This is an optimization exercise on Yosys and OpenROAD, whose aim is a short achievable clock period, not a production implementation.
Where RTL was checked, it was by simulation tests only, not by an equivalence proof against the original.
The flow treats the clock pin as an ideal source, which a real chip does not have.
Power figures rest on the tool's default switching activity, not on a simulated workload.

==> flow/design.v (excerpt) <==
module branch_predictor #(
  parameter int ENTRIES = 16,
  parameter int INDEX_W = 4
) (
  input  logic        clk_i,
  input  logic        rst_i,
  input  logic [31:0] fetch_pc_i,
  output logic [31:0] next_pc_o,
  output logic        pred_taken_o,
  output logic [31:0] pred_target_o,
  input  logic        mem_stall_i,
  input  logic        upd_valid_i,
  input  logic [31:0] upd_pc_i,
  input  logic        upd_taken_i,
  input  logic [31:0] upd_target_i,
  input  logic        upd_pred_taken_i,
  input  logic [31:0] upd_pred_target_i,
  output logic        mispredict_o,
  output logic [31:0] redirect_pc_o,
  output logic [31:0] branch_cnt_o,
  output logic [31:0] mispred_cnt_o
);
Settings: LEC_CHECK=0, ABC_CLOCK_PERIOD_IN_PS=4000, CAP_MARGIN=20, CORE_MARGIN=2, CORE_UTILIZATION=40, SETUP_SLACK_MARGIN=2.5, SLEW_MARGIN=20, SYNTH_HIERARCHICAL=1; clock period 7.0 ns.
standard.sh (not shown) runs the stock make flow with config.mk's settings and CLKGATE_MAP_FILE= SYNTH_SCRIPT=/design/flow/synth_recipe.tcl, a recipe that flattens the netlist after the stock synthesis.
==> flow/flow/run.sh <==
#!/bin/bash
# Standard layout, with the delay cells (clkdlybuf4s*, dlygate*, dlymetal*,
# dlybuf*), buf_1, bufbuf_* and clkinvlp_* kept out of port buffering and
# timing repair. Synthesis is the
# standard one, run unchanged first; the later steps source flow/dont_use.tcl
# through ORFS's PRE_<step>_TCL hooks, and flow/io.tcl sets pin regions
# before pin placement. Each tool's output goes to a log here.
set -euo pipefail
H="$PWD/flow/dont_use.tcl"
bash standard.sh synth > synth.log 2>&1
bash standard.sh \
  PRE_FLOORPLAN_TCL="$H" PRE_GLOBAL_PLACE_TCL="$H" PRE_RESIZE_TCL="$H" \
  PRE_DETAIL_PLACE_TCL="$H" PRE_CTS_TCL="$H" PRE_GLOBAL_ROUTE_TCL="$H" \
  PRE_DETAIL_ROUTE_TCL="$H" PRE_FILLCELL_TCL="$H" \
  PRE_IO_PLACEMENT_TCL="$PWD/flow/io.tcl" \
  finish > layout.log 2>&1
==> flow/flow/dont_use.tcl <==
# Keep delay cells, the weakest buffers and low-power clock inverters out of
# port buffering and timing repair.
set_dont_use [get_lib_cells {sky130_fd_sc_hd__clkdlybuf4s* sky130_fd_sc_hd__dlygate* sky130_fd_sc_hd__dlymetal* sky130_fd_sc_hd__dlybuf* sky130_fd_sc_hd__buf_1 sky130_fd_sc_hd__clkinvlp_* sky130_fd_sc_hd__bufbuf_*}]
==> flow/flow/io.tcl <==
# Pin regions: the fetch lookup's ports in one corner of the die, the
# resolve/update ports along the opposite edges.
set die [ord::get_die_area]
set w [lindex $die 2]
set h [lindex $die 3]
set hw [expr {int($w / 2)}]
set hh [expr {int($h / 2)}]
proc bp_ports {pats} {
  set names {}
  foreach p $pats {
    foreach port [get_ports $p] { lappend names [get_full_name $port] }
  }
  return $names
}
set_io_pin_constraint -pin_names [bp_ports {fetch_pc_i[*] pred_taken_o}] -region left:0-$hh
set_io_pin_constraint -pin_names [bp_ports {next_pc_o[*] pred_target_o[*]}] -region bottom:0-$hw
set_io_pin_constraint -pin_names [bp_ports {upd_pc_i[*] upd_target_i[*] upd_taken_i redirect_pc_o[*]}] -region right:*
set_io_pin_constraint -pin_names [bp_ports {upd_pred_target_i[*] upd_pred_taken_i upd_valid_i mem_stall_i mispredict_o}] -region top:*
Edit:
--- a/flow/design.v
+++ b/flow/design.v
@@ -37,38 +37,52 @@
   logic [TAG_W-1:0]   fetch_tag;
   logic [ENTRIES-1:0] fetch_nh;    
   logic [ENTRIES-1:0] fetch_nt;    
   logic [31:0]        fetch_tgt;
   assign fetch_idx = fetch_pc_i[INDEX_W+1:2];
   assign fetch_tag = fetch_pc_i[31:INDEX_W+2];
-  logic [ENTRIES-1:0] fetch_dec;
   logic [31:0]        fetch_tgt_n;
   logic [ENTRIES-1:0] valid_taken;    
   always_comb begin
     for (int i = 0; i < ENTRIES; i++) begin
-      fetch_dec[i]   = (fetch_idx == i[INDEX_W-1:0]);
       valid_taken[i] = valid_q[i] && ctr_q[i][1];
     end
   end
   logic [INDEX_W-1:0] fetch_idx_n;
-  logic [3:0]         idx_lo, idx_hi;
+  logic [3:0]         idx_lo [2];
+  logic [3:0]         idx_hi [2];
   for (genvar b = 0; b < INDEX_W; b++) begin : g_idx_n
     bp_inv u_inv (.a(fetch_idx[b]), .y(fetch_idx_n[b]));
   end
-  for (genvar m = 0; m < 4; m++) begin : g_pre
-    bp_nor2 u_lo (.a(m % 2 ? fetch_idx_n[0] : fetch_idx[0]),
-                  .b(m / 2 ? fetch_idx_n[1] : fetch_idx[1]), .y(idx_lo[m]));
-    bp_nor2 u_hi (.a(m % 2 ? fetch_idx_n[2] : fetch_idx[2]),
-                  .b(m / 2 ? fetch_idx_n[3] : fetch_idx[3]), .y(idx_hi[m]));
+  for (genvar c = 0; c < 2; c++) begin : g_pre
+    for (genvar m = 0; m < 4; m++) begin : g_m
+      bp_nor2 u_lo (.a(m % 2 ? fetch_idx_n[0] : fetch_idx[0]),
+                    .b(m / 2 ? fetch_idx_n[1] : fetch_idx[1]), .y(idx_lo[c][m]));
+      bp_nor2 u_hi (.a(m % 2 ? fetch_idx_n[2] : fetch_idx[2]),
+                    .b(m / 2 ? fetch_idx_n[3] : fetch_idx[3]), .y(idx_hi[c][m]));
+    end
+  end
+  logic [3:0]         dec_lo_n, dec_hi_n;
+  logic [ENTRIES-1:0] fetch_dec [4];
+  for (genvar m = 0; m < 4; m++) begin : g_dec_pre
+    bp_nand2 u_lo (.a(m % 2 ? fetch_idx[0] : fetch_idx_n[0]),
+                   .b(m / 2 ? fetch_idx[1] : fetch_idx_n[1]), .y(dec_lo_n[m]));
+    bp_nand2 u_hi (.a(m % 2 ? fetch_idx[2] : fetch_idx_n[2]),
+                   .b(m / 2 ? fetch_idx[3] : fetch_idx_n[3]), .y(dec_hi_n[m]));
+  end
+  for (genvar c = 0; c < 4; c++) begin : g_dec
+    for (genvar i = 0; i < ENTRIES; i++) begin : g_i
+      bp_nor2 u_dec (.a(dec_lo_n[i%4]), .b(dec_hi_n[i/4]), .y(fetch_dec[c][i]));
+    end
   end
   for (genvar k = 0; k < 32; k++) begin : g_tgt
     logic [7:0] u;
     logic [1:0] w;
     for (genvar p = 0; p < 8; p++) begin : g_u
-      bp_a22oi u_u (.a1(fetch_dec[2*p]), .a2(target_q[2*p][k]),
-                    .b1(fetch_dec[2*p+1]), .b2(target_q[2*p+1][k]), .y(u[p]));
+      bp_a22oi u_u (.a1(fetch_dec[k/8][2*p]), .a2(target_q[2*p][k]),
+                    .b1(fetch_dec[k/8][2*p+1]), .b2(target_q[2*p+1][k]), .y(u[p]));
     end
     bp_nand4 u_w0 (.a(u[0]), .b(u[1]), .c(u[2]), .d(u[3]), .y(w[0]));
     bp_nand4 u_w1 (.a(u[4]), .b(u[5]), .c(u[6]), .d(u[7]), .y(w[1]));
     bp_nor2  u_t  (.a(w[0]), .b(w[1]), .y(fetch_tgt_n[k]));
   end
   assign fetch_tgt = ~fetch_tgt_n;
@@ -91,14 +105,14 @@
     end
     for (genvar j = 0; j < 3; j++) begin : g_e
       bp_nor2 u_e (.a(a[2*j]), .b(a[2*j+1]), .y(e[j]));
     end
     logic g, sh_n, st_n;
     bp_nand2 u_g  (.a(x[24]), .b(x[25]), .y(g));
-    bp_nand3 u_sh (.a(idx_lo[i%4]), .b(idx_hi[i/4]), .c(valid_q[i]), .y(sh_n));
-    bp_nand3 u_st (.a(idx_lo[i%4]), .b(idx_hi[i/4]), .c(valid_taken[i]), .y(st_n));
+    bp_nand3 u_sh (.a(idx_lo[i/8][i%4]), .b(idx_hi[(i/2)%2][i/4]), .c(valid_q[i]), .y(sh_n));
+    bp_nand3 u_st (.a(idx_lo[i/8][i%4]), .b(idx_hi[(i/2)%2][i/4]), .c(valid_taken[i]), .y(st_n));
     bp_nor2  u_eh (.a(g), .b(sh_n), .y(eh));
     bp_nor2  u_et (.a(g), .b(st_n), .y(et));
     bp_nand4 u_nh (.a(e[0]), .b(e[1]), .c(e[2]), .d(eh), .y(fetch_nh[i]));
     bp_nand4 u_nt (.a(e[0]), .b(e[1]), .c(e[2]), .d(et), .y(fetch_nt[i]));
   end
   logic [3:0] hq [2];
After rerunning: Wire length goes up by 4.0%; die area increases by 2.2%; power climbs by 0.49%; global-route usage rose by 0.67 points; area after synthesis rises by 2.3%; final area went up by 3.1%; setup slack gains 0.055 ns; utilization came out higher by 0.24 points; combinational power grows by about 7%; count of clock-buffer cells in the layout went down by 4; cell count grows by 5.3%; register-to-register slack gets worse by 0.13 ns.
The RTL of the first run of this note was laid out without a check of its function.

## port drivers added, routing unchanged
Ports are ideal in the flow. The routed layouts listed here were re-timed in OpenROAD.
Step 1: set_driving_cell puts a clkbuf_16 on clk_i and a buf_2 on each other input, an assumption about the parent block.
Step 2, shift: input delay + t, output delay - t, t = (earliest + latest rising clock arrival at the registers) / 2. This alone moves slack from input paths to output paths.
Three values: ideal, step 1, step 2; two values: the first two.
run	t (ns)	setup slack, ns	worst setup path after step 2
the first run	0.806	2.221 / 1.966 / 1.901	input to register
the second run	0.817	2.276 / 2.101 / 1.885	input to register
After both steps setup and hold are still met in every run listed. The setup slack of the second run, which loses most, moves by -0.175 ns with the drivers and by -0.391 ns with both steps.
